What follows belongs to an exercise in optimizing a design on an open flow for small area, a short achievable clock period and few clock cycles per item; a production flow would make more cautious choices. Function was checked by simulation only, so behaviour that the tests miss may differ from the original.

$ cat design/flow/config.mk
export PLATFORM = sky130hd
export DESIGN_NAME = go_to_pose_controller
export DESIGN_NICKNAME = go_to_pose_controller
export VERILOG_FILES = /design/flow/design.v
export SDC_FILE = /design/flow/constraint.sdc
export NUM_CORES = 4
export LEC_CHECK = 0
export CAP_MARGIN = 20
export CORE_MARGIN = 2
export CORE_UTILIZATION = 40
export SLEW_MARGIN = 20
$ cat design/flow/constraint.sdc
create_clock -name core_clock -period 12.0 [get_ports {clk_i}]
set_input_delay 2.4000 -clock core_clock [delete_from_list [all_inputs] [get_ports {clk_i}]]
set_output_delay 2.4000 -clock core_clock [all_outputs]
set_load 0.01 [all_outputs]
$ cat design/flow/design.v
`timescale 1ns / 1ps
package gtp_pkg;
  localparam int unsigned CordW = 48;
  localparam int unsigned ZW    = 26;
  localparam int unsigned SqW   = 42;
  localparam int unsigned DistW = 21;
  typedef struct packed {
    logic signed [19:0] pos_x;
    logic signed [19:0] pos_y;
    logic signed [15:0] quat_x;
    logic signed [15:0] quat_y;
    logic signed [15:0] quat_z;
    logic signed [15:0] quat_w;
  } in_t;
  typedef struct packed {
    logic        [15:0] forward_speed;
    logic signed [15:0] turn_rate;
    logic        [1:0]  mode;
  } out_t;
  typedef enum logic [1:0] {
    MODE_DRIVE   = 2'd0,
    MODE_TURN    = 2'd1,
    MODE_REACHED = 2'd2
  } mode_e;
  typedef enum logic [2:0] {
    REG_GOAL_X       = 3'd0,
    REG_GOAL_Y       = 3'd1,
    REG_GOAL_HEADING = 3'd2,
    REG_POS_TOL      = 3'd3,
    REG_HEAD_TOL     = 3'd4,
    REG_DIST_GAIN    = 3'd5,
    REG_TURN_GAIN    = 3'd6,
    REG_SPEED_LIMITS = 3'd7
  } reg_e;
  typedef enum logic [2:0] {
    ST_IDLE,
    ST_PROD,
    ST_SUM,
    ST_LAUNCH,
    ST_WAIT,
    ST_MUL1,
    ST_MUL2,
    ST_FIN
  } state_e;
  localparam logic TAG_YAW     = 1'b0;
  localparam logic TAG_BEARING = 1'b1;
  localparam logic signed [ZW-1:0] HalfTurn = 26'sd8388608;
  typedef struct packed {
    logic                    valid;
    logic                    tag;
    logic                    zero;
    logic signed [CordW-1:0] x;
    logic signed [CordW-1:0] y;
    logic signed [ZW-1:0]    z;
  } cell_t;
  function automatic logic signed [ZW-1:0] atan_at(input logic [4:0] idx);
    logic signed [ZW-1:0] a;
    unique case (idx)
      5'd0:    a = 26'sd2097152;
      5'd1:    a = 26'sd1238021;
      5'd2:    a = 26'sd654136;
      5'd3:    a = 26'sd332050;
      5'd4:    a = 26'sd166669;
      5'd5:    a = 26'sd83416;
      5'd6:    a = 26'sd41718;
      5'd7:    a = 26'sd20860;
      5'd8:    a = 26'sd10430;
      5'd9:    a = 26'sd5215;
      5'd10:   a = 26'sd2608;
      5'd11:   a = 26'sd1304;
      5'd12:   a = 26'sd652;
      5'd13:   a = 26'sd326;
      5'd14:   a = 26'sd163;
      5'd15:   a = 26'sd81;
      5'd16:   a = 26'sd41;
      5'd17:   a = 26'sd20;
      5'd18:   a = 26'sd10;
      5'd19:   a = 26'sd5;
      5'd20:   a = 26'sd3;
      5'd21:   a = 26'sd1;
      5'd22:   a = 26'sd1;
      default: a = 26'sd0;
    endcase
    atan_at = a;
  endfunction
endpackage
`timescale 1ns / 1ps
module go_to_pose_controller #(
  parameter int unsigned CORDIC_STEPS = 16
) (
  input  logic        clk_i,
  input  logic        rst_ni,
  input  logic        in_valid_i,
  output logic        in_stall_o,
  input  logic [103:0] in_data_i,
  output logic        out_valid_o,
  input  logic        out_stall_i,
  output logic [33:0]  out_data_o,
  input  logic        cfg_we_i,
  input  logic [2:0]  cfg_idx_i,
  input  logic [30:0] cfg_data_i
);
  logic [19:0] goal_x_q, goal_y_q;
  logic [15:0] goal_heading_q;
  logic [18:0] pos_tol_q;
  logic [14:0] head_tol_q;
  logic [15:0] dist_gain_q, turn_gain_q;
  logic [30:0] speed_lim_q;
  always_ff @(posedge clk_i or negedge rst_ni) begin
    if (!rst_ni) begin
      goal_x_q       <= 20'hFFBC2;
      goal_y_q       <= 20'hFFDEE;
      goal_heading_q <= 16'd16384;
      pos_tol_q      <= 19'd410;
      head_tol_q     <= 15'd1456;
      dist_gain_q    <= 16'd3686;
      turn_gain_q    <= 16'd6554;
      speed_lim_q    <= 31'd214763110;
    end else if (cfg_we_i) begin
      case (cfg_idx_i)
        3'd0: goal_x_q       <= cfg_data_i[19:0];
        3'd1: goal_y_q       <= cfg_data_i[19:0];
        3'd2: goal_heading_q <= cfg_data_i[15:0];
        3'd3: pos_tol_q      <= cfg_data_i[18:0];
        3'd4: head_tol_q     <= cfg_data_i[14:0];
        3'd5: dist_gain_q    <= cfg_data_i[15:0];
        3'd6: turn_gain_q    <= cfg_data_i[15:0];
        default: speed_lim_q <= cfg_data_i;
      endcase
    end
  end
  logic in_xfer;
  logic [22:1] vld;
  assign in_xfer = in_valid_i & ~in_stall_o;
  always_ff @(posedge clk_i or negedge rst_ni) begin
    if (!rst_ni) vld <= '0;
    else vld <= {vld[21:1], in_xfer};
  end
  logic [19:0] px, py;
  logic [15:0] qx, qy, qz, qw;
  assign {px, py, qx, qy, qz, qw} = in_data_i;
  logic [20:0] dxp, dxn, dyp, dyn;
  assign dxp = {goal_x_q[19], goal_x_q} - {px[19], px};
  assign dxn = {px[19], px} - {goal_x_q[19], goal_x_q};
  assign dyp = {goal_y_q[19], goal_y_q} - {py[19], py};
  assign dyn = {py[19], py} - {goal_y_q[19], goal_y_q};
  logic [19:0] adx_1, ady_1;
  logic bxn_1, byn_1, byz_1, bz_1;
  logic [15:0] qx_1, qy_1, qz_1, qw_1;
  always_ff @(posedge clk_i) begin
    adx_1 <= dxp[20] ? dxn[19:0] : dxp[19:0];
    ady_1 <= dyp[20] ? dyn[19:0] : dyp[19:0];
    bxn_1 <= dxp[20];
    byn_1 <= dyp[20];
    byz_1 <= (goal_y_q == py);
    bz_1  <= (goal_y_q == py) && (goal_x_q == px);
    qx_1 <= qx; qy_1 <= qy; qz_1 <= qz; qw_1 <= qw;
  end
  logic signed [24:0] a1_2, a2_2, b1_2, b2_2;
  logic [30:0] sa_2, sb_2;
  always_ff @(posedge clk_i) begin
    a1_2 <= 25'(signed'(qw_1) * signed'({1'b0, qz_1[7:0]})) + 25'(signed'(qx_1) * signed'({1'b0, qy_1[7:0]}));
    a2_2 <= 25'(signed'(qw_1) * signed'(qz_1[15:8])) + 25'(signed'(qx_1) * signed'(qy_1[15:8]));
    b1_2 <= 25'(signed'(qy_1) * signed'({1'b0, qy_1[7:0]})) + 25'(signed'(qz_1) * signed'({1'b0, qz_1[7:0]}));
    b2_2 <= 25'(signed'(qy_1) * signed'(qy_1[15:8])) + 25'(signed'(qz_1) * signed'(qz_1[15:8]));
    sa_2 <= 31'(adx_1 * adx_1[9:0]) + 31'(ady_1 * ady_1[9:0]);
    sb_2 <= 31'(adx_1 * adx_1[19:10]) + 31'(ady_1 * ady_1[19:10]);
  end
  logic signed [32:0] p1_3;
  logic [31:0] p2_3;
  logic [41:0] s_3;
  always_ff @(posedge clk_i) begin
    p1_3 <= 33'(a2_2) * 33'sd256 + 33'(a1_2);
    p2_3 <= 32'(32'(b2_2) << 8) + 32'(b1_2);
    s_3  <= 42'({sb_2, 10'd0}) + 42'(sa_2);
  end
  logic [30:0] yax_4;
  logic [31:0] yay_4;
  logic yxn_4, yyn_4, yyz_4, yz_4;
  always_ff @(posedge clk_i) begin
    yax_4 <= (p2_3 > 32'd134217728) ? 31'(p2_3 - 32'd134217728) : 31'(32'd134217728 - p2_3);
    yay_4 <= p1_3[32] ? 32'(-p1_3) : 32'(p1_3);
    yxn_4 <= (p2_3 > 32'd134217728);
    yyn_4 <= p1_3[32];
    yyz_4 <= (p1_3 == 33'd0);
    yz_4  <= (p1_3 == 33'd0) && (p2_3 == 32'd134217728);
  end
  logic b_d0_c;
  assign b_d0_c = bxn_1 ? (byn_1 | byz_1) : ~byn_1;
  logic [20:0] b_x_2;
  logic [21:0] b_y_2;
  logic [21:0] b_p0, b_n0;
  assign b_p0 = b_d0_c ? {2'd0, ady_1[19:0]} : {2'd0, adx_1[19:0]};
  assign b_n0 = b_d0_c ? {2'd0, adx_1[19:0]} : {2'd0, ady_1[19:0]};
  logic [0:0] b_dv_2;
  logic b_xn_2, b_z_2;
  always_ff @(posedge clk_i) begin
    b_x_2 <= {1'd0, adx_1[19:0]} + {1'd0, ady_1[19:0]};
    b_y_2 <= b_p0 - b_n0;
    b_dv_2 <= b_d0_c;
    b_xn_2 <= bxn_1;
    b_z_2 <= bz_1;
  end
  logic b_d_2;
  assign b_d_2 = ~b_y_2[21];
  logic [22:0] b_x_3;
  logic [22:0] b_oy_2;
  assign b_oy_2 = {{1{b_y_2[21]}}, b_y_2[21:0]} ^ {23{~b_d_2}};
  logic [21:0] b_y_3;
  logic [21:0] b_ox_2;
  assign b_ox_2 = {1'd0, b_x_2[20:0]} ^ {22{b_d_2}};
  logic [1:0] b_dv_3;
  logic b_xn_3, b_z_3;
  always_ff @(posedge clk_i) begin
    b_x_3 <= {{1'd0, b_x_2}, 1'd0} + b_oy_2 + {22'd0, ~b_d_2};
    b_y_3 <= {b_y_2[20:0], 1'd0} + b_ox_2 + {21'd0, b_d_2};
    b_dv_3 <= {b_d_2, b_dv_2};
    b_xn_3 <= b_xn_2;
    b_z_3 <= b_z_2;
  end
  logic b_d_3;
  assign b_d_3 = ~b_y_3[21];
  logic [24:0] b_x_4;
  logic [24:0] b_oy_3;
  assign b_oy_3 = {{3{b_y_3[21]}}, b_y_3[21:0]} ^ {25{~b_d_3}};
  logic [23:0] b_y_4;
  logic [23:0] b_ox_3;
  assign b_ox_3 = {1'd0, b_x_3[22:0]} ^ {24{b_d_3}};
  logic [2:0] b_dv_4;
  logic b_xn_4, b_z_4;
  always_ff @(posedge clk_i) begin
    b_x_4 <= {b_x_3[22:0], 2'd0} + b_oy_3 + {24'd0, ~b_d_3};
    b_y_4 <= {b_y_3[21:0], 2'd0} + b_ox_3 + {23'd0, b_d_3};
    b_dv_4 <= {b_d_3, b_dv_3};
    b_xn_4 <= b_xn_3;
    b_z_4 <= b_z_3;
  end
  logic b_d_4;
  assign b_d_4 = ~b_y_4[23];
  logic [27:0] b_x_5;
  logic [27:0] b_oy_4;
  assign b_oy_4 = {{4{b_y_4[23]}}, b_y_4[23:0]} ^ {28{~b_d_4}};
  logic [25:0] b_y_5;
  logic [25:0] b_ox_4;
  assign b_ox_4 = {1'd0, b_x_4[24:0]} ^ {26{b_d_4}};
  logic [3:0] b_dv_5;
  logic b_xn_5, b_z_5;
  always_ff @(posedge clk_i) begin
    b_x_5 <= {b_x_4[24:0], 3'd0} + b_oy_4 + {27'd0, ~b_d_4};
    b_y_5 <= {b_y_4[22:0], 3'd0} + b_ox_4 + {25'd0, b_d_4};
    b_dv_5 <= {b_d_4, b_dv_4};
    b_xn_5 <= b_xn_4;
    b_z_5 <= b_z_4;
  end
  logic b_d_5;
  assign b_d_5 = ~b_y_5[25];
  logic [31:0] b_x_6;
  logic [31:0] b_oy_5;
  assign b_oy_5 = {{6{b_y_5[25]}}, b_y_5[25:0]} ^ {32{~b_d_5}};
  logic [28:0] b_y_6;
  logic [28:0] b_ox_5;
  assign b_ox_5 = {1'd0, b_x_5[27:0]} ^ {29{b_d_5}};
  logic [4:0] b_dv_6;
  logic b_xn_6, b_z_6;
  always_ff @(posedge clk_i) begin
    b_x_6 <= {b_x_5[27:0], 4'd0} + b_oy_5 + {31'd0, ~b_d_5};
    b_y_6 <= {b_y_5[24:0], 4'd0} + b_ox_5 + {28'd0, b_d_5};
    b_dv_6 <= {b_d_5, b_dv_5};
    b_xn_6 <= b_xn_5;
    b_z_6 <= b_z_5;
  end
  logic b_d_6;
  assign b_d_6 = ~b_y_6[28];
  logic [36:0] b_x_7;
  logic [36:0] b_oy_6;
  assign b_oy_6 = {{8{b_y_6[28]}}, b_y_6[28:0]} ^ {37{~b_d_6}};
  logic [32:0] b_y_7;
  logic [32:0] b_ox_6;
  assign b_ox_6 = {1'd0, b_x_6[31:0]} ^ {33{b_d_6}};
  logic [5:0] b_dv_7;
  logic b_xn_7, b_z_7;
  always_ff @(posedge clk_i) begin
    b_x_7 <= {b_x_6[31:0], 5'd0} + b_oy_6 + {36'd0, ~b_d_6};
    b_y_7 <= {b_y_6[27:0], 5'd0} + b_ox_6 + {32'd0, b_d_6};
    b_dv_7 <= {b_d_6, b_dv_6};
    b_xn_7 <= b_xn_6;
    b_z_7 <= b_z_6;
  end
  logic b_d_7;
  assign b_d_7 = ~b_y_7[32];
  logic [42:0] b_x_8;
  logic [42:0] b_oy_7;
  assign b_oy_7 = {{10{b_y_7[32]}}, b_y_7[32:0]} ^ {43{~b_d_7}};
  logic [37:0] b_y_8;
  logic [37:0] b_ox_7;
  assign b_ox_7 = {1'd0, b_x_7[36:0]} ^ {38{b_d_7}};
  logic [6:0] b_dv_8;
  logic b_xn_8, b_z_8;
  always_ff @(posedge clk_i) begin
    b_x_8 <= {b_x_7[36:0], 6'd0} + b_oy_7 + {42'd0, ~b_d_7};
    b_y_8 <= {b_y_7[31:0], 6'd0} + b_ox_7 + {37'd0, b_d_7};
    b_dv_8 <= {b_d_7, b_dv_7};
    b_xn_8 <= b_xn_7;
    b_z_8 <= b_z_7;
  end
  logic b_d_8;
  assign b_d_8 = ~b_y_8[37];
  logic [45:0] b_x_9;
  logic [45:0] b_oy_8;
  assign b_oy_8 = {{12{b_y_8[37]}}, b_y_8[37:4]} ^ {46{~b_d_8}};
  logic [39:0] b_y_9;
  logic [39:0] b_ox_8;
  assign b_ox_8 = {1'd0, b_x_8[42:4]} ^ {40{b_d_8}};
  logic [7:0] b_dv_9;
  logic b_xn_9, b_z_9;
  always_ff @(posedge clk_i) begin
    b_x_9 <= {b_x_8[42:0], 3'd0} + b_oy_8 + {45'd0, ~b_d_8};
    b_y_9 <= {b_y_8[36:0], 3'd0} + b_ox_8 + {39'd0, b_d_8};
    b_dv_9 <= {b_d_8, b_dv_8};
    b_xn_9 <= b_xn_8;
    b_z_9 <= b_z_8;
  end
  logic b_d_9;
  assign b_d_9 = ~b_y_9[39];
  logic [45:0] b_x_10;
  logic [45:0] b_oy_9;
  assign b_oy_9 = {{14{b_y_9[39]}}, b_y_9[39:8]} ^ {46{~b_d_9}};
  logic [38:0] b_y_10;
  logic [38:0] b_ox_9;
  assign b_ox_9 = {1'd0, b_x_9[45:8]} ^ {39{b_d_9}};
  logic [8:0] b_dv_10;
  logic b_xn_10, b_z_10;
  always_ff @(posedge clk_i) begin
    b_x_10 <= b_x_9[45:0] + b_oy_9 + {45'd0, ~b_d_9};
    b_y_10 <= b_y_9[38:0] + b_ox_9 + {38'd0, b_d_9};
    b_dv_10 <= {b_d_9, b_dv_9};
    b_xn_10 <= b_xn_9;
    b_z_10 <= b_z_9;
  end
  logic b_d_10;
  assign b_d_10 = ~b_y_10[38];
  logic [45:0] b_x_11;
  logic [45:0] b_oy_10;
  assign b_oy_10 = {{16{b_y_10[38]}}, b_y_10[38:9]} ^ {46{~b_d_10}};
  logic [37:0] b_y_11;
  logic [37:0] b_ox_10;
  assign b_ox_10 = {1'd0, b_x_10[45:9]} ^ {38{b_d_10}};
  logic [9:0] b_dv_11;
  logic b_xn_11, b_z_11;
  always_ff @(posedge clk_i) begin
    b_x_11 <= b_x_10[45:0] + b_oy_10 + {45'd0, ~b_d_10};
    b_y_11 <= b_y_10[37:0] + b_ox_10 + {37'd0, b_d_10};
    b_dv_11 <= {b_d_10, b_dv_10};
    b_xn_11 <= b_xn_10;
    b_z_11 <= b_z_10;
  end
  logic b_d_11;
  assign b_d_11 = ~b_y_11[37];
  logic [45:0] b_x_12;
  logic [45:0] b_oy_11;
  assign b_oy_11 = {{18{b_y_11[37]}}, b_y_11[37:10]} ^ {46{~b_d_11}};
  logic [36:0] b_y_12;
  logic [36:0] b_ox_11;
  assign b_ox_11 = {1'd0, b_x_11[45:10]} ^ {37{b_d_11}};
  logic [10:0] b_dv_12;
  logic b_xn_12, b_z_12;
  always_ff @(posedge clk_i) begin
    b_x_12 <= b_x_11[45:0] + b_oy_11 + {45'd0, ~b_d_11};
    b_y_12 <= b_y_11[36:0] + b_ox_11 + {36'd0, b_d_11};
    b_dv_12 <= {b_d_11, b_dv_11};
    b_xn_12 <= b_xn_11;
    b_z_12 <= b_z_11;
  end
  logic b_d_12;
  assign b_d_12 = ~b_y_12[36];
  logic [45:0] b_x_13;
  logic [45:0] b_oy_12;
  assign b_oy_12 = {{20{b_y_12[36]}}, b_y_12[36:11]} ^ {46{~b_d_12}};
  logic [35:0] b_y_13;
  logic [35:0] b_ox_12;
  assign b_ox_12 = {1'd0, b_x_12[45:11]} ^ {36{b_d_12}};
  logic [11:0] b_dv_13;
  logic b_xn_13, b_z_13;
  always_ff @(posedge clk_i) begin
    b_x_13 <= b_x_12[45:0] + b_oy_12 + {45'd0, ~b_d_12};
    b_y_13 <= b_y_12[35:0] + b_ox_12 + {35'd0, b_d_12};
    b_dv_13 <= {b_d_12, b_dv_12};
    b_xn_13 <= b_xn_12;
    b_z_13 <= b_z_12;
  end
  logic b_d_13;
  assign b_d_13 = ~b_y_13[35];
  logic [45:0] b_x_14;
  logic [45:0] b_oy_13;
  assign b_oy_13 = {{22{b_y_13[35]}}, b_y_13[35:12]} ^ {46{~b_d_13}};
  logic [34:0] b_y_14;
  logic [34:0] b_ox_13;
  assign b_ox_13 = {1'd0, b_x_13[45:12]} ^ {35{b_d_13}};
  logic [12:0] b_dv_14;
  logic b_xn_14, b_z_14;
  always_ff @(posedge clk_i) begin
    b_x_14 <= b_x_13[45:0] + b_oy_13 + {45'd0, ~b_d_13};
    b_y_14 <= b_y_13[34:0] + b_ox_13 + {34'd0, b_d_13};
    b_dv_14 <= {b_d_13, b_dv_13};
    b_xn_14 <= b_xn_13;
    b_z_14 <= b_z_13;
  end
  logic b_d_14;
  assign b_d_14 = ~b_y_14[34];
  logic [45:0] b_x_15;
  logic [45:0] b_oy_14;
  assign b_oy_14 = {{24{b_y_14[34]}}, b_y_14[34:13]} ^ {46{~b_d_14}};
  logic [33:0] b_y_15;
  logic [33:0] b_ox_14;
  assign b_ox_14 = {1'd0, b_x_14[45:13]} ^ {34{b_d_14}};
  logic [13:0] b_dv_15;
  logic b_xn_15, b_z_15;
  always_ff @(posedge clk_i) begin
    b_x_15 <= b_x_14[45:0] + b_oy_14 + {45'd0, ~b_d_14};
    b_y_15 <= b_y_14[33:0] + b_ox_14 + {33'd0, b_d_14};
    b_dv_15 <= {b_d_14, b_dv_14};
    b_xn_15 <= b_xn_14;
    b_z_15 <= b_z_14;
  end
  logic b_d_15;
  assign b_d_15 = ~b_y_15[33];
  logic [32:0] b_y_16;
  logic [32:0] b_ox_15;
  assign b_ox_15 = {1'd0, b_x_15[45:14]} ^ {33{b_d_15}};
  logic [14:0] b_dv_16;
  logic b_xn_16, b_z_16;
  always_ff @(posedge clk_i) begin
    b_y_16 <= b_y_15[32:0] + b_ox_15 + {32'd0, b_d_15};
    b_dv_16 <= {b_d_15, b_dv_15};
    b_xn_16 <= b_xn_15;
    b_z_16 <= b_z_15;
  end
  logic [15:0] b_dall;
  assign b_dall = {~b_y_16[32], b_dv_16};
  logic y_d0_c;
  assign y_d0_c = yxn_4 ? (yyn_4 | yyz_4) : ~yyn_4;
  logic [32:0] y_x_5, y_y_5;
  logic [32:0] y_p0, y_n0;
  assign y_p0 = y_d0_c ? {1'd0, yay_4[31:0]} : {2'd0, yax_4[30:0]};
  assign y_n0 = y_d0_c ? {2'd0, yax_4[30:0]} : {1'd0, yay_4[31:0]};
  logic [0:0] y_dv_5;
  logic y_xn_5, y_z_5;
  always_ff @(posedge clk_i) begin
    y_x_5 <= {2'd0, yax_4[30:0]} + {1'd0, yay_4[31:0]};
    y_y_5 <= y_p0 - y_n0;
    y_dv_5 <= y_d0_c;
    y_xn_5 <= yxn_4;
    y_z_5 <= yz_4;
  end
  logic y_d_5;
  assign y_d_5 = ~y_y_5[32];
  logic [33:0] y_x_6;
  logic [33:0] y_oy_5;
  assign y_oy_5 = {{1{y_y_5[32]}}, y_y_5[32:0]} ^ {34{~y_d_5}};
  logic [33:0] y_y_6;
  logic [33:0] y_ox_5;
  assign y_ox_5 = {1'd0, y_x_5[32:0]} ^ {34{y_d_5}};
  logic [1:0] y_dv_6;
  logic y_xn_6, y_z_6;
  always_ff @(posedge clk_i) begin
    y_x_6 <= {y_x_5[32:0], 1'd0} + y_oy_5 + {33'd0, ~y_d_5};
    y_y_6 <= {y_y_5[32:0], 1'd0} + y_ox_5 + {33'd0, y_d_5};
    y_dv_6 <= {y_d_5, y_dv_5};
    y_xn_6 <= y_xn_5;
    y_z_6 <= y_z_5;
  end
  logic y_d_6;
  assign y_d_6 = ~y_y_6[33];
  logic [35:0] y_x_7;
  logic [35:0] y_oy_6;
  assign y_oy_6 = {{2{y_y_6[33]}}, y_y_6[33:0]} ^ {36{~y_d_6}};
  logic [34:0] y_y_7;
  logic [34:0] y_ox_6;
  assign y_ox_6 = {1'd0, y_x_6[33:0]} ^ {35{y_d_6}};
  logic [2:0] y_dv_7;
  logic y_xn_7, y_z_7;
  always_ff @(posedge clk_i) begin
    y_x_7 <= {y_x_6[33:0], 2'd0} + y_oy_6 + {35'd0, ~y_d_6};
    y_y_7 <= {y_y_6[32:0], 2'd0} + y_ox_6 + {34'd0, y_d_6};
    y_dv_7 <= {y_d_6, y_dv_6};
    y_xn_7 <= y_xn_6;
    y_z_7 <= y_z_6;
  end
  logic y_d_7;
  assign y_d_7 = ~y_y_7[34];
  logic [38:0] y_x_8;
  logic [38:0] y_oy_7;
  assign y_oy_7 = {{4{y_y_7[34]}}, y_y_7[34:0]} ^ {39{~y_d_7}};
  logic [36:0] y_y_8;
  logic [36:0] y_ox_7;
  assign y_ox_7 = {1'd0, y_x_7[35:0]} ^ {37{y_d_7}};
  logic [3:0] y_dv_8;
  logic y_xn_8, y_z_8;
  always_ff @(posedge clk_i) begin
    y_x_8 <= {y_x_7[35:0], 3'd0} + y_oy_7 + {38'd0, ~y_d_7};
    y_y_8 <= {y_y_7[33:0], 3'd0} + y_ox_7 + {36'd0, y_d_7};
    y_dv_8 <= {y_d_7, y_dv_7};
    y_xn_8 <= y_xn_7;
    y_z_8 <= y_z_7;
  end
  logic y_d_8;
  assign y_d_8 = ~y_y_8[36];
  logic [42:0] y_x_9;
  logic [42:0] y_oy_8;
  assign y_oy_8 = {{6{y_y_8[36]}}, y_y_8[36:0]} ^ {43{~y_d_8}};
  logic [39:0] y_y_9;
  logic [39:0] y_ox_8;
  assign y_ox_8 = {1'd0, y_x_8[38:0]} ^ {40{y_d_8}};
  logic [4:0] y_dv_9;
  logic y_xn_9, y_z_9;
  always_ff @(posedge clk_i) begin
    y_x_9 <= {y_x_8[38:0], 4'd0} + y_oy_8 + {42'd0, ~y_d_8};
    y_y_9 <= {y_y_8[35:0], 4'd0} + y_ox_8 + {39'd0, y_d_8};
    y_dv_9 <= {y_d_8, y_dv_8};
    y_xn_9 <= y_xn_8;
    y_z_9 <= y_z_8;
  end
  logic y_d_9;
  assign y_d_9 = ~y_y_9[39];
  logic [45:0] y_x_10;
  logic [45:0] y_oy_9;
  assign y_oy_9 = {{8{y_y_9[39]}}, y_y_9[39:2]} ^ {46{~y_d_9}};
  logic [41:0] y_y_10;
  logic [41:0] y_ox_9;
  assign y_ox_9 = {1'd0, y_x_9[42:2]} ^ {42{y_d_9}};
  logic [5:0] y_dv_10;
  logic y_xn_10, y_z_10;
  always_ff @(posedge clk_i) begin
    y_x_10 <= {y_x_9[42:0], 3'd0} + y_oy_9 + {45'd0, ~y_d_9};
    y_y_10 <= {y_y_9[38:0], 3'd0} + y_ox_9 + {41'd0, y_d_9};
    y_dv_10 <= {y_d_9, y_dv_9};
    y_xn_10 <= y_xn_9;
    y_z_10 <= y_z_9;
  end
  logic y_d_10;
  assign y_d_10 = ~y_y_10[41];
  logic [45:0] y_x_11;
  logic [45:0] y_oy_10;
  assign y_oy_10 = {{10{y_y_10[41]}}, y_y_10[41:6]} ^ {46{~y_d_10}};
  logic [40:0] y_y_11;
  logic [40:0] y_ox_10;
  assign y_ox_10 = {1'd0, y_x_10[45:6]} ^ {41{y_d_10}};
  logic [6:0] y_dv_11;
  logic y_xn_11, y_z_11;
  always_ff @(posedge clk_i) begin
    y_x_11 <= y_x_10[45:0] + y_oy_10 + {45'd0, ~y_d_10};
    y_y_11 <= y_y_10[40:0] + y_ox_10 + {40'd0, y_d_10};
    y_dv_11 <= {y_d_10, y_dv_10};
    y_xn_11 <= y_xn_10;
    y_z_11 <= y_z_10;
  end
  logic y_d_11;
  assign y_d_11 = ~y_y_11[40];
  logic [45:0] y_x_12;
  logic [45:0] y_oy_11;
  assign y_oy_11 = {{12{y_y_11[40]}}, y_y_11[40:7]} ^ {46{~y_d_11}};
  logic [39:0] y_y_12;
  logic [39:0] y_ox_11;
  assign y_ox_11 = {1'd0, y_x_11[45:7]} ^ {40{y_d_11}};
  logic [7:0] y_dv_12;
  logic y_xn_12, y_z_12;
  always_ff @(posedge clk_i) begin
    y_x_12 <= y_x_11[45:0] + y_oy_11 + {45'd0, ~y_d_11};
    y_y_12 <= y_y_11[39:0] + y_ox_11 + {39'd0, y_d_11};
    y_dv_12 <= {y_d_11, y_dv_11};
    y_xn_12 <= y_xn_11;
    y_z_12 <= y_z_11;
  end
  logic y_d_12;
  assign y_d_12 = ~y_y_12[39];
  logic [45:0] y_x_13;
  logic [45:0] y_oy_12;
  assign y_oy_12 = {{14{y_y_12[39]}}, y_y_12[39:8]} ^ {46{~y_d_12}};
  logic [38:0] y_y_13;
  logic [38:0] y_ox_12;
  assign y_ox_12 = {1'd0, y_x_12[45:8]} ^ {39{y_d_12}};
  logic [8:0] y_dv_13;
  logic y_xn_13, y_z_13;
  always_ff @(posedge clk_i) begin
    y_x_13 <= y_x_12[45:0] + y_oy_12 + {45'd0, ~y_d_12};
    y_y_13 <= y_y_12[38:0] + y_ox_12 + {38'd0, y_d_12};
    y_dv_13 <= {y_d_12, y_dv_12};
    y_xn_13 <= y_xn_12;
    y_z_13 <= y_z_12;
  end
  logic y_d_13;
  assign y_d_13 = ~y_y_13[38];
  logic [45:0] y_x_14;
  logic [45:0] y_oy_13;
  assign y_oy_13 = {{16{y_y_13[38]}}, y_y_13[38:9]} ^ {46{~y_d_13}};
  logic [37:0] y_y_14;
  logic [37:0] y_ox_13;
  assign y_ox_13 = {1'd0, y_x_13[45:9]} ^ {38{y_d_13}};
  logic [9:0] y_dv_14;
  logic y_xn_14, y_z_14;
  always_ff @(posedge clk_i) begin
    y_x_14 <= y_x_13[45:0] + y_oy_13 + {45'd0, ~y_d_13};
    y_y_14 <= y_y_13[37:0] + y_ox_13 + {37'd0, y_d_13};
    y_dv_14 <= {y_d_13, y_dv_13};
    y_xn_14 <= y_xn_13;
    y_z_14 <= y_z_13;
  end
  logic y_d_14;
  assign y_d_14 = ~y_y_14[37];
  logic [45:0] y_x_15;
  logic [45:0] y_oy_14;
  assign y_oy_14 = {{18{y_y_14[37]}}, y_y_14[37:10]} ^ {46{~y_d_14}};
  logic [36:0] y_y_15;
  logic [36:0] y_ox_14;
  assign y_ox_14 = {1'd0, y_x_14[45:10]} ^ {37{y_d_14}};
  logic [10:0] y_dv_15;
  logic y_xn_15, y_z_15;
  always_ff @(posedge clk_i) begin
    y_x_15 <= y_x_14[45:0] + y_oy_14 + {45'd0, ~y_d_14};
    y_y_15 <= y_y_14[36:0] + y_ox_14 + {36'd0, y_d_14};
    y_dv_15 <= {y_d_14, y_dv_14};
    y_xn_15 <= y_xn_14;
    y_z_15 <= y_z_14;
  end
  logic y_d_15;
  assign y_d_15 = ~y_y_15[36];
  logic [45:0] y_x_16;
  logic [45:0] y_oy_15;
  assign y_oy_15 = {{20{y_y_15[36]}}, y_y_15[36:11]} ^ {46{~y_d_15}};
  logic [35:0] y_y_16;
  logic [35:0] y_ox_15;
  assign y_ox_15 = {1'd0, y_x_15[45:11]} ^ {36{y_d_15}};
  logic [11:0] y_dv_16;
  logic y_xn_16, y_z_16;
  always_ff @(posedge clk_i) begin
    y_x_16 <= y_x_15[45:0] + y_oy_15 + {45'd0, ~y_d_15};
    y_y_16 <= y_y_15[35:0] + y_ox_15 + {35'd0, y_d_15};
    y_dv_16 <= {y_d_15, y_dv_15};
    y_xn_16 <= y_xn_15;
    y_z_16 <= y_z_15;
  end
  logic y_d_16;
  assign y_d_16 = ~y_y_16[35];
  logic [45:0] y_x_17;
  logic [45:0] y_oy_16;
  assign y_oy_16 = {{22{y_y_16[35]}}, y_y_16[35:12]} ^ {46{~y_d_16}};
  logic [34:0] y_y_17;
  logic [34:0] y_ox_16;
  assign y_ox_16 = {1'd0, y_x_16[45:12]} ^ {35{y_d_16}};
  logic [12:0] y_dv_17;
  logic y_xn_17, y_z_17;
  always_ff @(posedge clk_i) begin
    y_x_17 <= y_x_16[45:0] + y_oy_16 + {45'd0, ~y_d_16};
    y_y_17 <= y_y_16[34:0] + y_ox_16 + {34'd0, y_d_16};
    y_dv_17 <= {y_d_16, y_dv_16};
    y_xn_17 <= y_xn_16;
    y_z_17 <= y_z_16;
  end
  logic y_d_17;
  assign y_d_17 = ~y_y_17[34];
  logic [45:0] y_x_18;
  logic [45:0] y_oy_17;
  assign y_oy_17 = {{24{y_y_17[34]}}, y_y_17[34:13]} ^ {46{~y_d_17}};
  logic [33:0] y_y_18;
  logic [33:0] y_ox_17;
  assign y_ox_17 = {1'd0, y_x_17[45:13]} ^ {34{y_d_17}};
  logic [13:0] y_dv_18;
  logic y_xn_18, y_z_18;
  always_ff @(posedge clk_i) begin
    y_x_18 <= y_x_17[45:0] + y_oy_17 + {45'd0, ~y_d_17};
    y_y_18 <= y_y_17[33:0] + y_ox_17 + {33'd0, y_d_17};
    y_dv_18 <= {y_d_17, y_dv_17};
    y_xn_18 <= y_xn_17;
    y_z_18 <= y_z_17;
  end
  logic y_d_18;
  assign y_d_18 = ~y_y_18[33];
  logic [32:0] y_y_19;
  logic [32:0] y_ox_18;
  assign y_ox_18 = {1'd0, y_x_18[45:14]} ^ {33{y_d_18}};
  logic [14:0] y_dv_19;
  logic y_xn_19, y_z_19;
  always_ff @(posedge clk_i) begin
    y_y_19 <= y_y_18[32:0] + y_ox_18 + {32'd0, y_d_18};
    y_dv_19 <= {y_d_18, y_dv_18};
    y_xn_19 <= y_xn_18;
    y_z_19 <= y_z_18;
  end
  logic [15:0] y_dall;
  assign y_dall = {~y_y_19[32], y_dv_19};
  logic [2:0] sq_r1;
  logic [0:0] sq_q1;
  assign sq_r1 = {1'b0, s_3[41:40]} - 3'd1;
  assign sq_q1 = ~sq_r1[2];
  logic [3:0] sq_r2;
  logic [1:0] sq_q2;
  logic sq_r2_pos;
  assign sq_r2_pos = ~sq_r1[2];
  logic [4:0] sq_r2_sh;
  assign sq_r2_sh = {sq_r1, s_3[39:38]};
  assign sq_r2 = sq_r2_sh[3:0] + {{1{sq_r2_pos}}, sq_q1 ^ {1{sq_r2_pos}}, 1'b1, ~sq_r2_pos} + {3'd0, sq_r2_pos};
  assign sq_q2 = {sq_q1, ~sq_r2[3]};
  logic [4:0] sq_r3;
  logic [2:0] sq_q3;
  logic sq_r3_pos;
  assign sq_r3_pos = ~sq_r2[3];
  logic [5:0] sq_r3_sh;
  assign sq_r3_sh = {sq_r2, s_3[37:36]};
  assign sq_r3 = sq_r3_sh[4:0] + {{1{sq_r3_pos}}, sq_q2 ^ {2{sq_r3_pos}}, 1'b1, ~sq_r3_pos} + {4'd0, sq_r3_pos};
  assign sq_q3 = {sq_q2, ~sq_r3[4]};
  logic [4:0] sqr_4;
  logic [2:0] sqq_4;
  logic [35:0] sqd_4;
  always_ff @(posedge clk_i) begin
    sqr_4 <= sq_r3;
    sqq_4 <= sq_q3;
    sqd_4 <= s_3[35:0];
  end
  logic [5:0] sq_r4;
  logic [3:0] sq_q4;
  logic sq_r4_pos;
  assign sq_r4_pos = ~sqr_4[4];
  logic [6:0] sq_r4_sh;
  assign sq_r4_sh = {sqr_4, sqd_4[35:34]};
  assign sq_r4 = sq_r4_sh[5:0] + {{1{sq_r4_pos}}, sqq_4 ^ {3{sq_r4_pos}}, 1'b1, ~sq_r4_pos} + {5'd0, sq_r4_pos};
  assign sq_q4 = {sqq_4, ~sq_r4[5]};
  logic [6:0] sq_r5;
  logic [4:0] sq_q5;
  logic sq_r5_pos;
  assign sq_r5_pos = ~sq_r4[5];
  logic [7:0] sq_r5_sh;
  assign sq_r5_sh = {sq_r4, sqd_4[33:32]};
  assign sq_r5 = sq_r5_sh[6:0] + {{1{sq_r5_pos}}, sq_q4 ^ {4{sq_r5_pos}}, 1'b1, ~sq_r5_pos} + {6'd0, sq_r5_pos};
  assign sq_q5 = {sq_q4, ~sq_r5[6]};
  logic [7:0] sq_r6;
  logic [5:0] sq_q6;
  logic sq_r6_pos;
  assign sq_r6_pos = ~sq_r5[6];
  logic [8:0] sq_r6_sh;
  assign sq_r6_sh = {sq_r5, sqd_4[31:30]};
  assign sq_r6 = sq_r6_sh[7:0] + {{1{sq_r6_pos}}, sq_q5 ^ {5{sq_r6_pos}}, 1'b1, ~sq_r6_pos} + {7'd0, sq_r6_pos};
  assign sq_q6 = {sq_q5, ~sq_r6[7]};
  logic [7:0] sqr_5;
  logic [5:0] sqq_5;
  logic [29:0] sqd_5;
  always_ff @(posedge clk_i) begin
    sqr_5 <= sq_r6;
    sqq_5 <= sq_q6;
    sqd_5 <= sqd_4[29:0];
  end
  logic [8:0] sq_r7;
  logic [6:0] sq_q7;
  logic sq_r7_pos;
  assign sq_r7_pos = ~sqr_5[7];
  logic [9:0] sq_r7_sh;
  assign sq_r7_sh = {sqr_5, sqd_5[29:28]};
  assign sq_r7 = sq_r7_sh[8:0] + {{1{sq_r7_pos}}, sqq_5 ^ {6{sq_r7_pos}}, 1'b1, ~sq_r7_pos} + {8'd0, sq_r7_pos};
  assign sq_q7 = {sqq_5, ~sq_r7[8]};
  logic [9:0] sq_r8;
  logic [7:0] sq_q8;
  logic sq_r8_pos;
  assign sq_r8_pos = ~sq_r7[8];
  logic [10:0] sq_r8_sh;
  assign sq_r8_sh = {sq_r7, sqd_5[27:26]};
  assign sq_r8 = sq_r8_sh[9:0] + {{1{sq_r8_pos}}, sq_q7 ^ {7{sq_r8_pos}}, 1'b1, ~sq_r8_pos} + {9'd0, sq_r8_pos};
  assign sq_q8 = {sq_q7, ~sq_r8[9]};
  logic [10:0] sq_r9;
  logic [8:0] sq_q9;
  logic sq_r9_pos;
  assign sq_r9_pos = ~sq_r8[9];
  logic [11:0] sq_r9_sh;
  assign sq_r9_sh = {sq_r8, sqd_5[25:24]};
  assign sq_r9 = sq_r9_sh[10:0] + {{1{sq_r9_pos}}, sq_q8 ^ {8{sq_r9_pos}}, 1'b1, ~sq_r9_pos} + {10'd0, sq_r9_pos};
  assign sq_q9 = {sq_q8, ~sq_r9[10]};
  logic [10:0] sqr_6;
  logic [8:0] sqq_6;
  logic [23:0] sqd_6;
  always_ff @(posedge clk_i) begin
    sqr_6 <= sq_r9;
    sqq_6 <= sq_q9;
    sqd_6 <= sqd_5[23:0];
  end
  logic [11:0] sq_r10;
  logic [9:0] sq_q10;
  logic sq_r10_pos;
  assign sq_r10_pos = ~sqr_6[10];
  logic [12:0] sq_r10_sh;
  assign sq_r10_sh = {sqr_6, sqd_6[23:22]};
  assign sq_r10 = sq_r10_sh[11:0] + {{1{sq_r10_pos}}, sqq_6 ^ {9{sq_r10_pos}}, 1'b1, ~sq_r10_pos} + {11'd0, sq_r10_pos};
  assign sq_q10 = {sqq_6, ~sq_r10[11]};
  logic [12:0] sq_r11;
  logic [10:0] sq_q11;
  logic sq_r11_pos;
  assign sq_r11_pos = ~sq_r10[11];
  logic [13:0] sq_r11_sh;
  assign sq_r11_sh = {sq_r10, sqd_6[21:20]};
  assign sq_r11 = sq_r11_sh[12:0] + {{1{sq_r11_pos}}, sq_q10 ^ {10{sq_r11_pos}}, 1'b1, ~sq_r11_pos} + {12'd0, sq_r11_pos};
  assign sq_q11 = {sq_q10, ~sq_r11[12]};
  logic [13:0] sq_r12;
  logic [11:0] sq_q12;
  logic sq_r12_pos;
  assign sq_r12_pos = ~sq_r11[12];
  logic [14:0] sq_r12_sh;
  assign sq_r12_sh = {sq_r11, sqd_6[19:18]};
  assign sq_r12 = sq_r12_sh[13:0] + {{1{sq_r12_pos}}, sq_q11 ^ {11{sq_r12_pos}}, 1'b1, ~sq_r12_pos} + {13'd0, sq_r12_pos};
  assign sq_q12 = {sq_q11, ~sq_r12[13]};
  logic [13:0] sqr_7;
  logic [11:0] sqq_7;
  logic [17:0] sqd_7;
  always_ff @(posedge clk_i) begin
    sqr_7 <= sq_r12;
    sqq_7 <= sq_q12;
    sqd_7 <= sqd_6[17:0];
  end
  logic [14:0] sq_r13;
  logic [12:0] sq_q13;
  logic sq_r13_pos;
  assign sq_r13_pos = ~sqr_7[13];
  logic [15:0] sq_r13_sh;
  assign sq_r13_sh = {sqr_7, sqd_7[17:16]};
  assign sq_r13 = sq_r13_sh[14:0] + {{1{sq_r13_pos}}, sqq_7 ^ {12{sq_r13_pos}}, 1'b1, ~sq_r13_pos} + {14'd0, sq_r13_pos};
  assign sq_q13 = {sqq_7, ~sq_r13[14]};
  logic [15:0] sq_r14;
  logic [13:0] sq_q14;
  logic sq_r14_pos;
  assign sq_r14_pos = ~sq_r13[14];
  logic [16:0] sq_r14_sh;
  assign sq_r14_sh = {sq_r13, sqd_7[15:14]};
  assign sq_r14 = sq_r14_sh[15:0] + {{1{sq_r14_pos}}, sq_q13 ^ {13{sq_r14_pos}}, 1'b1, ~sq_r14_pos} + {15'd0, sq_r14_pos};
  assign sq_q14 = {sq_q13, ~sq_r14[15]};
  logic [16:0] sq_r15;
  logic [14:0] sq_q15;
  logic sq_r15_pos;
  assign sq_r15_pos = ~sq_r14[15];
  logic [17:0] sq_r15_sh;
  assign sq_r15_sh = {sq_r14, sqd_7[13:12]};
  assign sq_r15 = sq_r15_sh[16:0] + {{1{sq_r15_pos}}, sq_q14 ^ {14{sq_r15_pos}}, 1'b1, ~sq_r15_pos} + {16'd0, sq_r15_pos};
  assign sq_q15 = {sq_q14, ~sq_r15[16]};
  logic [16:0] sqr_8;
  logic [14:0] sqq_8;
  logic [11:0] sqd_8;
  always_ff @(posedge clk_i) begin
    sqr_8 <= sq_r15;
    sqq_8 <= sq_q15;
    sqd_8 <= sqd_7[11:0];
  end
  logic [17:0] sq_r16;
  logic [15:0] sq_q16;
  logic sq_r16_pos;
  assign sq_r16_pos = ~sqr_8[16];
  logic [18:0] sq_r16_sh;
  assign sq_r16_sh = {sqr_8, sqd_8[11:10]};
  assign sq_r16 = sq_r16_sh[17:0] + {{1{sq_r16_pos}}, sqq_8 ^ {15{sq_r16_pos}}, 1'b1, ~sq_r16_pos} + {17'd0, sq_r16_pos};
  assign sq_q16 = {sqq_8, ~sq_r16[17]};
  logic [18:0] sq_r17;
  logic [16:0] sq_q17;
  logic sq_r17_pos;
  assign sq_r17_pos = ~sq_r16[17];
  logic [19:0] sq_r17_sh;
  assign sq_r17_sh = {sq_r16, sqd_8[9:8]};
  assign sq_r17 = sq_r17_sh[18:0] + {{1{sq_r17_pos}}, sq_q16 ^ {16{sq_r17_pos}}, 1'b1, ~sq_r17_pos} + {18'd0, sq_r17_pos};
  assign sq_q17 = {sq_q16, ~sq_r17[18]};
  logic [19:0] sq_r18;
  logic [17:0] sq_q18;
  logic sq_r18_pos;
  assign sq_r18_pos = ~sq_r17[18];
  logic [20:0] sq_r18_sh;
  assign sq_r18_sh = {sq_r17, sqd_8[7:6]};
  assign sq_r18 = sq_r18_sh[19:0] + {{1{sq_r18_pos}}, sq_q17 ^ {17{sq_r18_pos}}, 1'b1, ~sq_r18_pos} + {19'd0, sq_r18_pos};
  assign sq_q18 = {sq_q17, ~sq_r18[19]};
  logic [19:0] sqr_9;
  logic [17:0] sqq_9;
  logic [5:0] sqd_9;
  always_ff @(posedge clk_i) begin
    sqr_9 <= sq_r18;
    sqq_9 <= sq_q18;
    sqd_9 <= sqd_8[5:0];
  end
  logic [20:0] sq_r19;
  logic [18:0] sq_q19;
  logic sq_r19_pos;
  assign sq_r19_pos = ~sqr_9[19];
  logic [21:0] sq_r19_sh;
  assign sq_r19_sh = {sqr_9, sqd_9[5:4]};
  assign sq_r19 = sq_r19_sh[20:0] + {{1{sq_r19_pos}}, sqq_9 ^ {18{sq_r19_pos}}, 1'b1, ~sq_r19_pos} + {20'd0, sq_r19_pos};
  assign sq_q19 = {sqq_9, ~sq_r19[20]};
  logic [21:0] sq_r20;
  logic [19:0] sq_q20;
  logic sq_r20_pos;
  assign sq_r20_pos = ~sq_r19[20];
  logic [22:0] sq_r20_sh;
  assign sq_r20_sh = {sq_r19, sqd_9[3:2]};
  assign sq_r20 = sq_r20_sh[21:0] + {{1{sq_r20_pos}}, sq_q19 ^ {19{sq_r20_pos}}, 1'b1, ~sq_r20_pos} + {21'd0, sq_r20_pos};
  assign sq_q20 = {sq_q19, ~sq_r20[21]};
  logic [22:0] sq_r21;
  logic [20:0] sq_q21;
  logic sq_r21_pos;
  assign sq_r21_pos = ~sq_r20[21];
  logic [23:0] sq_r21_sh;
  assign sq_r21_sh = {sq_r20, sqd_9[1:0]};
  assign sq_r21 = sq_r21_sh[22:0] + {{1{sq_r21_pos}}, sq_q20 ^ {20{sq_r21_pos}}, 1'b1, ~sq_r21_pos} + {22'd0, sq_r21_pos};
  assign sq_q21 = {sq_q20, ~sq_r21[22]};
  logic [22:0] sqr_10;
  logic [20:0] sqq_10;
  always_ff @(posedge clk_i) begin
    sqr_10 <= sq_r21;
    sqq_10 <= sq_q21;
  end
  logic near_11;
  logic [36:0] fp_11;
  always_ff @(posedge clk_i) begin
    near_11 <= (sqq_10 < 21'(pos_tol_q));
    fp_11 <= 37'(dist_gain_q) * 37'(sqq_10);
  end
  logic [24:0] fr_c;
  assign fr_c = 25'((fp_11 + 37'd2048) >> 12);
  logic near_12;
  logic [15:0] v_12;
  always_ff @(posedge clk_i) begin
    near_12 <= near_11;
    v_12 <= (fr_c > 25'(speed_lim_q[15:0])) ? speed_lim_q[15:0] : fr_c[15:0];
  end
  logic [23:0] b_t;
  assign b_t = 24'd12122543 + ({24{b_dall[0]}} & 24'd4194304) + ({24{b_dall[1]}} & 24'd2476042) + ({24{b_dall[2]}} & 24'd1308272) + ({24{b_dall[3]}} & 24'd664100) + ({24{b_dall[4]}} & 24'd333338) + ({24{b_dall[5]}} & 24'd166832) + ({24{b_dall[6]}} & 24'd83436) + ({24{b_dall[7]}} & 24'd41720) + ({24{b_dall[8]}} & 24'd20860) + ({24{b_dall[9]}} & 24'd10430) + ({24{b_dall[10]}} & 24'd5216) + ({24{b_dall[11]}} & 24'd2608) + ({24{b_dall[12]}} & 24'd1304) + ({24{b_dall[13]}} & 24'd652) + ({24{b_dall[14]}} & 24'd326) + ({24{b_dall[15]}} & 24'd162);
  logic [15:0] brg_c;
  assign brg_c = b_z_16 ? 16'd0 : {b_t[23] ^ b_xn_16, b_t[22:8]};
  logic near_13; logic [15:0] v_13;
  always_ff @(posedge clk_i) begin near_13 <= near_12; v_13 <= v_12; end
  logic near_14; logic [15:0] v_14;
  always_ff @(posedge clk_i) begin near_14 <= near_13; v_14 <= v_13; end
  logic near_15; logic [15:0] v_15;
  always_ff @(posedge clk_i) begin near_15 <= near_14; v_15 <= v_14; end
  logic near_16; logic [15:0] v_16;
  always_ff @(posedge clk_i) begin near_16 <= near_15; v_16 <= v_15; end
  logic [15:0] esel_17;
  logic near_17; logic [15:0] v_17;
  always_ff @(posedge clk_i) begin
    esel_17 <= near_16 ? goal_heading_q : brg_c;
    near_17 <= near_16; v_17 <= v_16;
  end
  logic near_18; logic [15:0] v_18; logic [15:0] esel_18;
  always_ff @(posedge clk_i) begin near_18 <= near_17; v_18 <= v_17; esel_18 <= esel_17; end
  logic near_19; logic [15:0] v_19; logic [15:0] esel_19;
  always_ff @(posedge clk_i) begin near_19 <= near_18; v_19 <= v_18; esel_19 <= esel_18; end
  logic [23:0] y_u;
  assign y_u = {esel_19, 8'hFF} + ({24{~y_z_19}} & 24'd4654673) + ({24{y_dall[0] & ~y_z_19}} & 24'd12582912) + ({24{y_dall[1] & ~y_z_19}} & 24'd14301174) + ({24{y_dall[2] & ~y_z_19}} & 24'd15468944) + ({24{y_dall[3] & ~y_z_19}} & 24'd16113116) + ({24{y_dall[4] & ~y_z_19}} & 24'd16443878) + ({24{y_dall[5] & ~y_z_19}} & 24'd16610384) + ({24{y_dall[6] & ~y_z_19}} & 24'd16693780) + ({24{y_dall[7] & ~y_z_19}} & 24'd16735496) + ({24{y_dall[8] & ~y_z_19}} & 24'd16756356) + ({24{y_dall[9] & ~y_z_19}} & 24'd16766786) + ({24{y_dall[10] & ~y_z_19}} & 24'd16772000) + ({24{y_dall[11] & ~y_z_19}} & 24'd16774608) + ({24{y_dall[12] & ~y_z_19}} & 24'd16775912) + ({24{y_dall[13] & ~y_z_19}} & 24'd16776564) + ({24{y_dall[14] & ~y_z_19}} & 24'd16776890) + ({24{y_dall[15] & ~y_z_19}} & 24'd16777054) + {y_xn_19, 23'd0};
  logic [15:0] err_20; logic near_20; logic [15:0] v_20;
  always_ff @(posedge clk_i) begin
    err_20 <= y_u[23:8];
    near_20 <= near_19; v_20 <= v_19;
  end
  logic [16:0] ae_c;
  assign ae_c = err_20[15] ? 17'(-{err_20[15], err_20}) : {1'b0, err_20};
  logic aligned_21, steep_21, near_21;
  logic [15:0] v_21;
  logic signed [32:0] t1_21;
  always_ff @(posedge clk_i) begin
    aligned_21 <= (ae_c < 17'(head_tol_q));
    steep_21   <= (ae_c > 17'd8192);
    near_21    <= near_20;
    v_21       <= v_20;
    t1_21      <= signed'({1'b0, turn_gain_q}) * signed'(err_20);
  end
  logic signed [52:0] t2_c;
  assign t2_c = 53'(t1_21) * 53'sd411775 + 53'sd2147483648;
  logic signed [20:0] tr_22;
  logic aligned_22, steep_22, near_22;
  logic [15:0] v_22;
  always_ff @(posedge clk_i) begin
    tr_22 <= t2_c[52:32];
    aligned_22 <= aligned_21; steep_22 <= steep_21; near_22 <= near_21; v_22 <= v_21;
  end
  logic signed [20:0] lim_s;
  logic [15:0] turn_c, fwd_c;
  logic [33:0] v5_c;
  logic [33:0] cmd_c;
  logic reached_q;
  always_comb begin
    lim_s = signed'({6'b0, speed_lim_q[30:16]});
    if (tr_22 > lim_s) turn_c = 16'(lim_s);
    else if (tr_22 < -lim_s) turn_c = 16'(-lim_s);
    else turn_c = 16'(tr_22);
    v5_c = (34'(v_22) + 34'd2) * 34'd52429;
    fwd_c = steep_22 ? v5_c[33:18] : v_22;
    if (reached_q || (near_22 && aligned_22)) cmd_c = {32'd0, 2'd2};
    else if (near_22) cmd_c = {16'd0, turn_c, 2'd1};
    else cmd_c = {fwd_c, turn_c, 2'd0};
  end
  logic [33:0] fifo_q [26];
  logic [4:0] wr_q, rd_q;
  logic [4:0] cnt_q, fcnt_q;
  logic push, pop, out_valid_q, stall_q;
  assign push = vld[22];
  assign pop  = out_valid_q & ~out_stall_i;
  logic [4:0] cnt_d, fcnt_d;
  assign cnt_d  = cnt_q + 5'(in_xfer) - 5'(pop);
  assign fcnt_d = fcnt_q + 5'(push) - 5'(pop);
  always_ff @(posedge clk_i or negedge rst_ni) begin
    if (!rst_ni) begin
      wr_q <= '0; rd_q <= '0; cnt_q <= '0; fcnt_q <= '0;
      out_valid_q <= 1'b0; stall_q <= 1'b0; reached_q <= 1'b0;
    end else begin
      if (push) begin
        wr_q <= (wr_q == 5'(25)) ? '0 : wr_q + 1'b1;
        if (cmd_c[1:0] == 2'd2) reached_q <= 1'b1;
      end
      if (pop) rd_q <= (rd_q == 5'(25)) ? '0 : rd_q + 1'b1;
      cnt_q <= cnt_d;
      fcnt_q <= fcnt_d;
      out_valid_q <= (fcnt_d != '0);
      stall_q <= (cnt_d >= 5'(26));
    end
  end
  always_ff @(posedge clk_i) begin
    if (push) fifo_q[wr_q] <= cmd_c;
  end
  assign in_stall_o  = stall_q;
  assign out_valid_o = out_valid_q;
  assign out_data_o  = fifo_q[rd_q];
endmodule
$ cat design/flow/run.sh
#!/bin/bash
# synth_recipe.tcl (not shown) runs the flow's synth.tcl, then flattens the netlist and writes it again
# the make line also repeats each setting of config.mk as NAME=value (left out here)
make -C /OpenROAD-flow-scripts/flow DESIGN_CONFIG=/design/flow/config.mk WORK_HOME=/design/flow/orfs CLKGATE_MAP_FILE= SYNTH_SCRIPT=/design/flow/synth_recipe.tcl finish
==> summary.txt <==
Timing
The transition time at the pin with the least slew margin is roughly 1100 ps. The worst path meets setup with ~2800 ps of slack. The number of max-slew violations in the final report was 0. The setup-violating endpoint count in the final report is 0.

The worst path uses between 70% and 80% of the clock period. The worst slack on hold paths is around 250 ps. The hold violation count in the final report was 0.

Across the routed clock network, the largest skew measured is ~120 ps. The maximum clock frequency is ~110 MHz. Counting I/O delays and the setup requirement, the final critical path takes 9240 ps. The setup TNS is 0 ps.

The max-slew headroom at the worst pin is between 20% and 30%. Setup repair after global routing left no endpoint under its margin.

Global routing
The initial antenna violation count is 34. The number of global-route vias before repair is 237k. The pin count of the biggest net entering global routing is 106. The wire length of the first global-routing pass is approximately 1,300,000 µm. The global router's overall resource usage is 20.0%. The final global-route overflow total is 0.

Clock network
The post-CTS clock slew at the launch and capture registers of the worst setup and hold paths is about 60 ps. The cell sitting at the root of the clock tree is a clkbuf_16. The number of clock buffers added by TritonCTS is ~530. Clock latency on the worst-skew pair, taken at its later pin, is 1120 ps. The clock sink count is roughly 4.5k. The count of hold buffers inserted by post-cts repair is 0. In this run the post-CTS setup repair buffer count came out at 0. TritonCTS built the clock tree.

The largest buffer count on any clock path is 4. The total of cells resized after clock tree synthesis is 0. The number of H-tree branching levels is 6.

Synth
The multiplexer area fraction after synthesis is around 2.5%. The warning count from the yosys run is 1. The synthesized design contains roughly 4.5k register bits. The cell taking the most area after synthesis is dfxtp_1. A synthesized cell averages 10.1 µm².

The share of synthesized cell area in full adder, half adder and majority cells is 28.8%. Of all flip-flops after synthesis, the portion carrying an async set or reset was 4.38%. Synthesis produced a netlist with a net count of about 40k. The gate count after technology mapping is 32.9k.

Ranked by total cell area, the synthesized netlist is headed by dfxtp_1, fa_1, ha_1. The xor/xnor cell area share of the yosys netlist is about an eighth. The sequential fraction of the synthesis area is between 30% and 40%. The mapped netlist covers between 0.3 and 0.4 mm². The number of distinct standard cells referenced by the synthesized netlist is approximately 120. The dominant combinational cell family by area after synthesis is adder cells.

In this run, synthesis inferred between 800 and 900 flip-flops with an integrated enable. The top-area cell type share of the netlist area is 20.7%. The area fraction in compound gates after synthesis is between 10 and 15%.

The most used flip-flop cell after synthesis is dfxtp_1. After Yosys synthesis, and, or, nand and nor cells account for 10.4% of the synthesized area.

Placement
The worst setup timing slack at the placement stage is about 2700 ps. The routability congestion estimate from global placement is between 0.8 and 0.9. Summed over all nets, the half-perimeter wirelength after detailed placement is approximately 660,000 µm. In this run the tool buffered the top-level ports with 178 buffer cells. The number of cells in the design after placement is roughly 44k.

The area after detailed placement is between 0.3 and 0.4 mm².

Detailed routing
The detail route stage leaves a number of antenna-violating nets equal to 0. Using the TritonRoute via totals, the vias-per-cell ratio works out to 5.12. For this block, the routed nets add up to roughly 850,000 µm of wire. After detailed routing, the number of remaining DRC violations is 0.

The total number of vias is about 230k. The final routed wire length divided by cell count is ~19 µm. The detailed router's first-iteration violation count is approximately 13k. The first detailed-routing pass ran for 6 iterations.

Run
Max-cap violations in this run came to 0.

Cells and area
The register containing the most flip-flops in the final layout is fifo_q. The count of cells in the finished layout, fillers not included, comes to 44.6k. The post-layout instance area is approximately 0.37 mm². Measured on the finished design, the core utilization comes to between 40 and 50%. The net count of the finished layout is roughly 39k. Of the cells placed in the final design, the portion with a size suffix greater than 1 is between 5 and 6%.

The growth of design area from synthesis to finish is 9.97%. The filler cell count in the final layout is 78.5k. The number of flip-flops under the largest register name is a little under 900.

Critical path
Among all stages on the critical path, the largest delay is contributed by dfxtp_1. The worst register-to-register path has a setup slack of between 2000 and 3000 ps. The critical path capture point type is a register. The worst setup path is launched from a register.

By instance count, the cell type seen most on the critical path is ha_1. In this run the worst path has a maximum fanout of 17. The arrival time at the worst endpoint is 10,180 ps.

The maximum single-stage delay on the critical path is about 950 ps. STA puts the critical path data required time at 12,940 ps. The category of the critical setup timing path is reg2reg.

Worst hold path
The worst min-delay path category is reg2reg.

Floorplanning
The die is approximately 900 µm wide. The die is around 900 µm tall. The initial core utilization is between 40% and 50%. The total number of placement rows is about 330.

The die footprint is 0.838 mm². The floorplan step defined a core boundary enclosing 0.828 mm². The total I/O pin count is ~180.

Outcome
The run finished with no timing, DRC or antenna violations.
[cells in the mapped netlist (all sizes together) (329+ instances only)]
library cell  instances
a21o                872
a21oi              1779
and2                925
clkbuf              596
dfxtp              3438
edfxtp              884
fa                 2643
ha                 3417
inv                3889
nand2              1932
nand2b              395
nand3               494
nor2               1519
nor3                442
o21a                329
o21ai               968
xnor2              2878
xor2               1577
[worst max-delay path, delay by kind of cell, from the launching register on]
family                   cells  cell delay [ps]
AND/OR/NAND/NOR              7             1550
XOR/XNOR                     2              280
buffers and inverters        3              490
adder cells (fa/ha/maj)      4             1090
AO/OA/AOI/OAI               19             4420
flip-flops                   1              950
multiplexers                 1              370
[cell type report]
class,count,area [µm²],share of cell area [%]
clock buffers,685,14400,3.93
multi-input cells,23700,215000,58.7
well taps,11100,13900,3.80
clock inverters,267,3690,1.01
diodes,7,17.5,0.00479
repair buffers,443,3810,1.04
flip-flops and latches,4520,101000,27.5
inverters,3893,14600,4.00
[metal layers]
| layer | up-vias | part of all wire, % | global-route usage [%] |
|---|---|---|---|
| met3 | 1443 | 4.5 | 2.39 |
| met1 | 111000 | 44 | 26.2 |
| met4 | 4 | 3.3 | 5.92 |
| li1 | 111000 | - | - |
| met2 | 4828 | 48 | 34.6 |
| met5 | - | 0.0031 | 0 |
[path summary, 6_finish.rpt]
check                          start     endpoint  cells past startpoint
setup / recovery           sqr_7[13]    sqr_8[15]                     36
hold / removal               b1_2[3]      p2_3[3]                      0
setup reg to reg           sqr_7[13]    sqr_8[15]                     36
hold reg to reg              b1_2[3]      p2_3[3]                      0
max in group asynchronous     rst_ni  goal_y_q[9]                      3
min in group asynchronous     rst_ni     cnt_q[3]                      1
[cell families after synthesis]
family,count (synthesis)
simple gates,7010
fa+ha+maj,6060
compound gates,5673
buf+inv,4680
flops,4520
xor+xnor,4459
mux,504
[cell usage in the layout, fill, tap and decap left out, types with 322 or more instances in the layout]
| cell type | instances |
|---|---|
| xor2_1 | 1575 |
| ha_1 | 3417 |
| inv_1 | 3886 |
| o21ai_0 | 874 |
| a21o_1 | 872 |
| fa_1 | 2643 |
| a21oi_1 | 1771 |
| o21bai_1 | 322 |
| edfxtp_1 | 884 |
| nor2_1 | 1497 |
| nand3_1 | 493 |
| xnor2_1 | 2873 |
| nor3_1 | 436 |
| o21a_1 | 329 |
| nor2b_1 | 323 |
| nand2_1 | 1932 |
| nand2b_1 | 395 |
| clkbuf_16 | 534 |
| and2_1 | 924 |
| dfxtp_1 | 3404 |
Testbench counts, summed over its fixed seeds: cycles 1,464, items 1,280.

[port drivers added, routing unchanged]
The results above use ideal ports. As a check the final layout listed here was re-extracted and re-timed, cells and wires unchanged.
Step 1 assumes that a clkbuf_16 drives the clock port and a buf_2 every other input.
Step 2, shift: input delay + t, output delay - t, t = (earliest + latest rising clock arrival at the registers) / 2. This alone moves slack from input paths to output paths.
a / b / c = ideal / step 1 / step 2; a / b = the first two.
t (ns): 1.222
setup slack, ns: 2.764 / 2.764 / 2.764
worst hold slack (ns): 0.253 / 0.253 / 0.253
After both steps setup and hold are still met in this run. The setup slack of this run moves by 0.000 ns with the drivers and by 0.000 ns with both steps.
